Background: an optimization exercise with open tools, aiming at small area. Do not read the settings as production practice. In this exercise RTL edits were held to simulation tests only and were not proved equivalent to the original. The clock port is modelled as an ideal driver, which makes a skipped or thinned clock tree look cheaper than it is; a real chip needs a root buffer or a tree. Power is estimated from default activity; no workload was simulated.

==> module iwdg_top, before the edit <==
module iwdg_top
#(
  parameter logic [31:0] BASE_ADR = 32'h0100_0000,
  parameter int          FIFO_AW  = 4
) (
  input  logic        clk,
  input  logic        rst,
  input  logic        cyc_m2s,
  input  logic        stb_m2s,
  input  logic        we_m2s,
  input  logic [31:0] adr_m2s,
  input  logic [15:0] dat_m2s,
  output logic [15:0] dat_s2m,
  output logic        ack_s2m,
  output logic        iwdg_rst
);
  logic [2:0]  ph;
  logic [2:0]  ph_n;
  logic        ph0, ph1, ph4, ph5, ph7;
  logic        ph_clr;
  logic        mapped;
  logic [3:0]  s;
  logic [15:0] key;
  logic [11:0] rlr;
  logic [2:0]  pr;
  logic [1:0]  st;
  logic        nr;
  logic        wr;
  logic        w_kr, w_pr, w_rlr, w_st;
  logic        key_acc, key_cnt, key_rel;
  logic        kr5;
  assign mapped = (adr_m2s[31:4] == BASE_ADR[31:4]) && (adr_m2s[1:0] == 2'b00);
  assign s[0] = (adr_m2s[3:2] == 2'd0);
  assign s[1] = (adr_m2s[3:2] == 2'd1);
  assign s[2] = (adr_m2s[3:2] == 2'd2);
  assign s[3] = (adr_m2s[3:2] == 2'd3);
  assign ph0 = (ph == 3'b000);
  assign ph1 = (ph == 3'b001);
  assign ph4 = (ph == 3'b011);
  assign ph5 = (ph == 3'b111);
  assign ph7 = (ph == 3'b100);
  logic ph_new;
  assign ph_new = (ph0 & cyc_m2s & stb_m2s) | (ph == 3'b010) | (ph == 3'b101) | (ph == 3'b011);
  assign ph_clr = rst | (ph1 & ~mapped);
  assign ph_n   = {ph[1:0], ph_new} & {3{~ph_clr}};
  always_ff @(posedge clk) ph <= ph_n;
  assign ack_s2m = ph7 | (ph1 & ~mapped);
  assign nr      = ~rst;
  assign wr      = ph4 & we_m2s;
  assign key_acc = (key == 16'h5555);
  assign key_cnt = (key == 16'hCCCC);
  assign key_rel = (key == 16'hAAAA);
  assign w_kr    = wr & s[0];
  assign w_pr    = wr & s[1] & key_acc & ~(&dat_m2s[2:0]);
  assign w_rlr   = wr & s[2] & key_acc;
  assign w_st    = wr;
  always_ff @(posedge clk) begin
    key   <= (dat_m2s & {16{w_kr & nr}}) | (key & {16{~w_kr & nr}});
    rlr   <= (dat_m2s[11:0] & {12{w_rlr}}) | (rlr & {12{~w_rlr}}) | {12{rst}};
    pr    <= (dat_m2s[2:0] & {3{w_pr & nr}}) | (pr & {3{~w_pr & nr}});
    st[1] <= ((kr5 & key_rel) | (wr & s[3] & dat_m2s[1]) | (~w_st & ~kr5 & st[1])) & nr;
    st[0] <= (w_pr | (wr & s[3] & dat_m2s[0]) | (~w_st & st[0])) & nr;
  end
  logic [3:0] g;
  assign g = s & {4{ph[2]}};
  assign dat_s2m = (key & {16{g[0]}})
                 | ({13'd0, pr} & {16{g[1]}})
                 | ({4'd0, rlr} & {16{g[2]}})
                 | ({14'd0, st} & {16{g[3]}});
  logic        reload;
  logic        hold_cnt;
  logic [7:0]  pre;
  logic [8:0]  e;        
  logic [7:0]  pre_inc;
  logic        tick;
  logic        pre_clr;
  logic [12:0] cnt;
  logic [12:0] b;        
  assign kr5    = ph5 & we_m2s & s[0];
  assign reload = kr5 & key_rel;
  assign e[0] = key_cnt;
  for (genvar i = 0; i < 8; i++) begin : g_pre
    assign e[i+1]     = e[i] & pre[i];
    assign pre_inc[i] = pre[i] ^ e[i];
  end
  logic [8:2] sfx;       
  assign sfx[8] = e[8];
  for (genvar k = 7; k >= 2; k--) begin : g_sfx
    assign sfx[k] = sfx[k+1] | pre_inc[k];
  end
  always_comb begin
    case (pr)
      3'd0:    tick = sfx[2];
      3'd1:    tick = sfx[3];
      3'd2:    tick = sfx[4];
      3'd3:    tick = sfx[5];
      3'd4:    tick = sfx[6];
      3'd5:    tick = sfx[7];
      default: tick = sfx[8];
    endcase
  end
  assign pre_clr = rst | reload | (key_cnt & tick);
  always_ff @(posedge clk) pre <= pre_inc & {8{~pre_clr}};
  assign b[0] = key_cnt & tick & ~cnt[12];
  for (genvar i = 0; i < 12; i++) begin : g_cnt
    assign b[i+1] = b[i] & ~cnt[i];
  end
  assign hold_cnt = ~reload;
  always_ff @(posedge clk) begin
    cnt[11:0] <= ((cnt[11:0] ^ b[11:0]) & {12{hold_cnt}}) | (rlr & {12{reload}}) | {12{rst}};
    cnt[12]   <= (cnt[12] | b[12]) & hold_cnt & nr;
  end
  assign iwdg_rst = cnt[12];
endmodule
Settings: LEC_CHECK=0, ABC_AREA=1, CAP_MARGIN=0, CORE_MARGIN=2, CORE_UTILIZATION=55, SLEW_MARGIN=0; clock period 8.0 ns.
standard.sh (not shown) runs the stock make flow with config.mk's settings and CLKGATE_MAP_FILE= SYNTH_SCRIPT=/design/flow/synth_recipe.tcl, a recipe that flattens the netlist after the stock synthesis.
==> flow/flow/run.sh <==
#!/bin/bash
# Own layout flow: the standard synthesis, its gates re-mapped for area
# (registers untouched), then the standard ORFS layout with lighter port
# buffers and a smaller clock tree. Each tool writes its own log here.
set -euo pipefail
here=$(pwd)
plat=${FLOW_PLATFORM:-sky130hd}
top=${FLOW_TOP:-iwdg_top}
res=$here/orfs/results/$plat/iwdg_top/base
lib=$FLOW_HOME/platforms/$plat/lib/sky130_fd_sc_hd__tt_025C_1v80.lib
yosys_bin=$FLOW_HOME/../tools/install/yosys/bin/yosys
[[ -x $yosys_bin ]] || yosys_bin=yosys
jobs=${NUM_CORES:-4}

# 1. Standard synthesis, unchanged.
bash standard.sh synth > log_1_synth.log 2>&1
cp "$res/1_2_yosys.v" "$here/1_2_yosys_std.v"

# 2. Re-map the gates between the registers with several ABC runs (different
#    seeds of its randomised AIG optimisation); keep the smallest netlist.
dontuse=$(sed -n '/DONT_USE_CELLS += /,/^$/p' "$FLOW_HOME/platforms/$plat/config.mk" \
  | tr -d '\\' | grep -o 'sky130_fd_sc_hd__[A-Za-z0-9_]*' | sed 's/^/-dont_use /' | tr '\n' ' ' || true)
mkdir -p resynth
run_one() {
  local tag=$1 script=$2
  sed -e "s|@LIB@|$lib|g" -e "s|@IN@|$here/1_2_yosys_std.v|" -e "s|@OUT@|$here/resynth/$tag.v|" \
      -e "s|@TOP@|$top|g" -e "s|@ABC@|$script|" -e "s|@DONTUSE@|$dontuse|" \
      flow/resynth.ys.in > "resynth/$tag.ys"
  "$yosys_bin" -s "resynth/$tag.ys" > "log_2_resynth_$tag.log" 2>&1 || true
}
n=0
for seed in $(seq 0 100); do
  printf '&get -n\n&st\n&deepsyn -T 40 -J 100 -S %s\n&dch -f\n&nf -a -R 1000 -C 32\n&put\n' "$seed" > "resynth/s$seed.abc"
  run_one "s$seed" "$here/resynth/s$seed.abc" &
  n=$((n + 1))
  if (( n % jobs == 0 )); then wait; fi
done
wait
best=""; best_area=""
for log in log_2_resynth_s*.log; do
  tag=${log#log_2_resynth_}; tag=${tag%.log}
  a=$(grep "Chip area for module" "$log" | tail -1 | awk '{print $NF}' || true)
  [[ -n "$a" && -s "resynth/$tag.v" ]] || continue
  if [[ -z "$best" ]] || awk -v a="$a" -v b="$best_area" 'BEGIN{exit !(a < b)}'; then
    best=$tag; best_area=$a
  fi
done
echo "resynth: best $best area $best_area" | tee log_2_resynth_pick.log
if [[ -n "$best" ]]; then
  cp "resynth/$best.v" "$res/1_2_yosys.v"
  rm -f "$res/1_synth.odb" "$res/1_synth.sdc"
fi

# 3. Standard layout from the re-mapped netlist.
bash standard.sh \
  "BUFFER_PORTS_ARGS=-buffer_cell sky130_fd_sc_hd__buf_1" \
  "CTS_ARGS=-sink_clustering_enable -repair_clock_nets -buf_list sky130_fd_sc_hd__clkbuf_4 -root_buf sky130_fd_sc_hd__clkbuf_4 -dont_use_dummy_load" \
  "POST_CTS_TCL=$here/flow/post_cts.tcl" CLK_LEAVES=2 CLK_LEAF_BUF=sky130_fd_sc_hd__clkbuf_16 \
  finish > log_3_layout.log 2>&1
Other scripts of this flow, unchanged in this note and not shown: flow/flow/post_cts.tcl, flow/flow/resynth.ys.in
Then changed:
--- a/flow/design.v
+++ b/flow/design.v
@@ -72,14 +72,15 @@
   logic        hold_cnt;
   logic [7:0]  pre;
   logic [8:0]  e;        
   logic [7:0]  pre_inc;
   logic        tick;
   logic        pre_clr;
-  logic [12:0] cnt;
   logic [12:0] b;        
+  logic [11:0] ncnt;     
+  logic        expired;  
   assign kr5    = ph5 & we_m2s & s[0];
   assign reload = kr5 & key_rel;
   assign e[0] = key_cnt;
   for (genvar i = 0; i < 8; i++) begin : g_pre
     assign e[i+1]     = e[i] & pre[i];
     assign pre_inc[i] = pre[i] ^ e[i];
@@ -99,17 +100,17 @@
       3'd5:    tick = sfx[7];
       default: tick = sfx[8];
     endcase
   end
   assign pre_clr = rst | reload | (key_cnt & tick);
   always_ff @(posedge clk) pre <= pre_inc & {8{~pre_clr}};
-  assign b[0] = key_cnt & tick & ~cnt[12];
+  assign b[0] = key_cnt & tick & ~expired;
   for (genvar i = 0; i < 12; i++) begin : g_cnt
-    assign b[i+1] = b[i] & ~cnt[i];
+    assign b[i+1] = b[i] & ncnt[i];
   end
   assign hold_cnt = ~reload;
   always_ff @(posedge clk) begin
-    cnt[11:0] <= ((cnt[11:0] ^ b[11:0]) & {12{hold_cnt}}) | (rlr & {12{reload}}) | {12{rst}};
-    cnt[12]   <= (cnt[12] | b[12]) & hold_cnt & nr;
+    ncnt      <= ((ncnt ^ b[11:0]) & {12{hold_cnt & nr}}) | (~rlr & {12{reload & nr}});
+    expired   <= (expired | b[12]) & hold_cnt & nr;
   end
-  assign iwdg_rst = cnt[12];
+  assign iwdg_rst = expired;
 endmodule
Effect: The new run finished with timing, DRC and antenna clean; worst setup slack is better by 0.21 ns; global-route usage grows by 0.22 points; critical path depth grows by 2; combinational power went up by 10%; utilization climbs by 0.16 points; design area is about the same; die area is lower by 0.40%; total power increases by about 0.9%; first-iteration DRC count drops by about 15%.
No run of this note takes its clock network from TritonCTS; it comes from the design's own scripts or RTL.


The RTL this note starts from:
==> flow/design.v <==
`timescale 1ns/100ps
module iwdg_top
#(
  parameter logic [31:0] BASE_ADR = 32'h0100_0000,
  parameter int          FIFO_AW  = 4
) (
  input  logic        clk,
  input  logic        rst,
  input  logic        cyc_m2s,
  input  logic        stb_m2s,
  input  logic        we_m2s,
  input  logic [31:0] adr_m2s,
  input  logic [15:0] dat_m2s,
  output logic [15:0] dat_s2m,
  output logic        ack_s2m,
  output logic        iwdg_rst
);
  logic [2:0]  ph;
  logic [2:0]  ph_n;
  logic        ph0, ph1, ph4, ph5, ph7;
  logic        ph_clr;
  logic        mapped;
  logic [3:0]  s;
  logic [15:0] key;
  logic [11:0] rlr;
  logic [2:0]  pr;
  logic [1:0]  st;
  logic        nr;
  logic        wr;
  logic        w_kr, w_pr, w_rlr, w_st;
  logic        key_acc, key_cnt, key_rel;
  logic        kr5;
  assign mapped = (adr_m2s[31:4] == BASE_ADR[31:4]) && (adr_m2s[1:0] == 2'b00);
  assign s[0] = (adr_m2s[3:2] == 2'd0);
  assign s[1] = (adr_m2s[3:2] == 2'd1);
  assign s[2] = (adr_m2s[3:2] == 2'd2);
  assign s[3] = (adr_m2s[3:2] == 2'd3);
  assign ph0 = (ph == 3'd0);
  assign ph1 = (ph == 3'd1);
  assign ph4 = (ph == 3'd4);
  assign ph5 = (ph == 3'd5);
  assign ph7 = (ph == 3'd7);
  assign ph_clr = rst | (ph0 & ~(cyc_m2s & stb_m2s)) | (ph1 & ~mapped);
  assign ph_n   = (ph + 3'd1) & {3{~ph_clr}};
  always_ff @(posedge clk) ph <= ph_n;
  assign ack_s2m = ph7 | (ph1 & ~mapped);
  assign nr      = ~rst;
  assign wr      = ph4 & we_m2s;
  assign key_acc = (key == 16'h5555);
  assign key_cnt = (key == 16'hCCCC);
  assign key_rel = (key == 16'hAAAA);
  assign w_kr    = wr & s[0];
  assign w_pr    = wr & s[1] & key_acc & ~(&dat_m2s[2:0]);
  assign w_rlr   = wr & s[2] & key_acc;
  assign w_st    = wr;
  always_ff @(posedge clk) begin
    key   <= (dat_m2s & {16{w_kr & nr}}) | (key & {16{~w_kr & nr}});
    rlr   <= (dat_m2s[11:0] & {12{w_rlr}}) | (rlr & {12{~w_rlr}}) | {12{rst}};
    pr    <= (dat_m2s[2:0] & {3{w_pr & nr}}) | (pr & {3{~w_pr & nr}});
    st[1] <= ((kr5 & key_rel) | (wr & s[3] & dat_m2s[1]) | (~w_st & ~kr5 & st[1])) & nr;
    st[0] <= (w_pr | (wr & s[3] & dat_m2s[0]) | (~w_st & st[0])) & nr;
  end
  logic [3:0] g;
  assign g = s & {4{ph[2]}};
  assign dat_s2m = (key & {16{g[0]}})
                 | ({13'd0, pr} & {16{g[1]}})
                 | ({4'd0, rlr} & {16{g[2]}})
                 | ({14'd0, st} & {16{g[3]}});
  logic        reload;
  logic        hold_cnt;
  logic [7:0]  pre;
  logic [8:0]  e;        
  logic [7:0]  pre_inc;
  logic [5:0]  thr;      
  logic        tick;
  logic        pre_clr;
  logic [12:0] cnt;
  logic [12:0] b;        
  assign kr5    = ph5 & we_m2s & s[0];
  assign reload = kr5 & key_rel;
  assign e[0] = key_cnt;
  for (genvar i = 0; i < 8; i++) begin : g_pre
    assign e[i+1]     = e[i] & pre[i];
    assign pre_inc[i] = pre[i] ^ e[i];
  end
  assign thr[0] = (pr == 3'd0);
  assign thr[1] = (pr <= 3'd1);
  assign thr[2] = (pr <= 3'd2);
  assign thr[3] = (pr <= 3'd3);
  assign thr[4] = (pr <= 3'd4);
  assign thr[5] = (pr <= 3'd5);
  assign tick = e[8] | (|(pre_inc[7:2] & thr));
  assign pre_clr = rst | reload | (key_cnt & tick);
  always_ff @(posedge clk) pre <= pre_inc & {8{~pre_clr}};
  assign b[0] = key_cnt & tick & ~cnt[12];
  for (genvar i = 0; i < 12; i++) begin : g_cnt
    assign b[i+1] = b[i] & ~cnt[i];
  end
  assign hold_cnt = ~reload;
  always_ff @(posedge clk) begin
    cnt[11:0] <= ((cnt[11:0] ^ b[11:0]) & {12{hold_cnt}}) | (rlr & {12{reload}}) | {12{rst}};
    cnt[12]   <= (cnt[12] | b[12]) & hold_cnt & nr;
  end
  assign iwdg_rst = cnt[12];
endmodule
==> flow/config.mk <==
export PLATFORM = sky130hd
export DESIGN_NAME = iwdg_top
export DESIGN_NICKNAME = iwdg_top
export VERILOG_FILES = /design/flow/design.v
export SDC_FILE = /design/flow/constraint.sdc
export NUM_CORES = 4
export LEC_CHECK = 0
export ABC_AREA = 1
export CAP_MARGIN = 0
export CORE_MARGIN = 2
export CORE_UTILIZATION = 55
export SLEW_MARGIN = 0
==> flow/constraint.sdc <==
create_clock -name core_clock -period 8.0 [get_ports {clk}]
set_input_delay 1.6000 -clock core_clock [delete_from_list [all_inputs] [get_ports {clk}]]
set_output_delay 1.6000 -clock core_clock [all_outputs]
set_load 0.01 [all_outputs]
Scripts as last shown in full above: flow/flow/run.sh
Other scripts of this flow, unchanged in this note and not shown: flow/flow/post_cts.tcl, flow/flow/resynth.ys.in
Then changed:
--- a/flow/design.v
+++ b/flow/design.v
@@ -23,4 +23,5 @@
   logic [3:0]  s;
   logic [15:0] key;
+  logic [15:0] nkey;     
   logic [11:0] rlr;
   logic [2:0]  pr;
@@ -36,15 +37,18 @@
   assign s[2] = (adr_m2s[3:2] == 2'd2);
   assign s[3] = (adr_m2s[3:2] == 2'd3);
-  assign ph0 = (ph == 3'd0);
-  assign ph1 = (ph == 3'd1);
-  assign ph4 = (ph == 3'd4);
-  assign ph5 = (ph == 3'd5);
-  assign ph7 = (ph == 3'd7);
-  assign ph_clr = rst | (ph0 & ~(cyc_m2s & stb_m2s)) | (ph1 & ~mapped);
-  assign ph_n   = (ph + 3'd1) & {3{~ph_clr}};
+  assign ph0 = (ph == 3'b000);
+  assign ph1 = (ph == 3'b001);
+  assign ph4 = (ph == 3'b011);
+  assign ph5 = (ph == 3'b111);
+  assign ph7 = (ph == 3'b100);
+  logic ph_new;
+  assign ph_new = (ph0 & cyc_m2s & stb_m2s) | (ph == 3'b010) | (ph == 3'b101) | (ph == 3'b011);
+  assign ph_clr = rst | (ph1 & ~mapped);
+  assign ph_n   = {ph[1:0], ph_new} & {3{~ph_clr}};
   always_ff @(posedge clk) ph <= ph_n;
   assign ack_s2m = ph7 | (ph1 & ~mapped);
   assign nr      = ~rst;
   assign wr      = ph4 & we_m2s;
+  assign key     = ~nkey;
   assign key_acc = (key == 16'h5555);
   assign key_cnt = (key == 16'hCCCC);
@@ -55,5 +59,5 @@
   assign w_st    = wr;
   always_ff @(posedge clk) begin
-    key   <= (dat_m2s & {16{w_kr & nr}}) | (key & {16{~w_kr & nr}});
+    nkey  <= (~dat_m2s & {16{w_kr}}) | (nkey & {16{~w_kr}}) | {16{rst}};
     rlr   <= (dat_m2s[11:0] & {12{w_rlr}}) | (rlr & {12{~w_rlr}}) | {12{rst}};
     pr    <= (dat_m2s[2:0] & {3{w_pr & nr}}) | (pr & {3{~w_pr & nr}});
@@ -72,9 +76,9 @@
   logic [8:0]  e;        
   logic [7:0]  pre_inc;
-  logic [5:0]  thr;      
   logic        tick;
   logic        pre_clr;
-  logic [12:0] cnt;
   logic [12:0] b;        
+  logic [11:0] ncnt;     
+  logic        expired;  
   assign kr5    = ph5 & we_m2s & s[0];
   assign reload = kr5 & key_rel;
@@ -84,22 +88,31 @@
     assign pre_inc[i] = pre[i] ^ e[i];
   end
-  assign thr[0] = (pr == 3'd0);
-  assign thr[1] = (pr <= 3'd1);
-  assign thr[2] = (pr <= 3'd2);
-  assign thr[3] = (pr <= 3'd3);
-  assign thr[4] = (pr <= 3'd4);
-  assign thr[5] = (pr <= 3'd5);
-  assign tick = e[8] | (|(pre_inc[7:2] & thr));
+  logic [8:2] sfx;       
+  assign sfx[8] = e[8];
+  for (genvar k = 7; k >= 2; k--) begin : g_sfx
+    assign sfx[k] = sfx[k+1] | pre_inc[k];
+  end
+  always_comb begin
+    case (pr)
+      3'd0:    tick = sfx[2];
+      3'd1:    tick = sfx[3];
+      3'd2:    tick = sfx[4];
+      3'd3:    tick = sfx[5];
+      3'd4:    tick = sfx[6];
+      3'd5:    tick = sfx[7];
+      default: tick = sfx[8];
+    endcase
+  end
   assign pre_clr = rst | reload | (key_cnt & tick);
   always_ff @(posedge clk) pre <= pre_inc & {8{~pre_clr}};
-  assign b[0] = key_cnt & tick & ~cnt[12];
+  assign b[0] = key_cnt & tick & ~expired;
   for (genvar i = 0; i < 12; i++) begin : g_cnt
-    assign b[i+1] = b[i] & ~cnt[i];
+    assign b[i+1] = b[i] & ncnt[i];
   end
   assign hold_cnt = ~reload;
   always_ff @(posedge clk) begin
-    cnt[11:0] <= ((cnt[11:0] ^ b[11:0]) & {12{hold_cnt}}) | (rlr & {12{reload}}) | {12{rst}};
-    cnt[12]   <= (cnt[12] | b[12]) & hold_cnt & nr;
+    ncnt      <= ((ncnt ^ b[11:0]) & {12{hold_cnt & nr}}) | (~rlr & {12{reload & nr}});
+    expired   <= (expired | b[12]) & hold_cnt & nr;
   end
-  assign iwdg_rst = cnt[12];
+  assign iwdg_rst = expired;
 endmodule
The changed run completed without violations.
Area after synthesis is lower slightly.
Worst hold slack degrades by 0.023 ns.
Cell area is lower slightly.
Utilization is lower by 0.54 points.
Cell count is higher by a few percent.
Global-route usage is higher by 0.87 points.
Setup slack improves by 1.1 ns.
Maximum frequency is higher by about a fifth.
In every run of this note, the design's own scripts or RTL, not TritonCTS, make the clock network.

[port drivers added, routing unchanged]
The results above use ideal ports. As a check the final layouts listed here were re-extracted and re-timed, cells and wires unchanged. Step 1 sets driving cells, clkbuf_16 on the clock port and buf_2 on the other inputs (assumed; they add their load-dependent delay and slew). Step 2, shift: input delay + t, output delay - t, t = (earliest + latest rising clock arrival at the registers) / 2. This alone moves slack from input paths to output paths. Three values: no drivers, after step 1, after step 2; two values: the first two.
run	t (ns)	setup slack, ns	worst data-port slew with drivers (ns)
the first run of note 1	0.205	2.525 / 2.525 / 2.525	0.04
the second run of note 1	0.210	2.737 / 2.737 / 2.737	0.04
the first run of note 2	0.208	2.360 / 2.360 / 2.360	0.04
the second run of note 2	0.206	3.413 / 3.411 / 3.411	0.04
After both steps setup and hold are still met in every run listed. For the second run of note 2, which loses most, drivers alone change the setup slack by -0.002 ns; drivers and shift together by -0.002 ns.
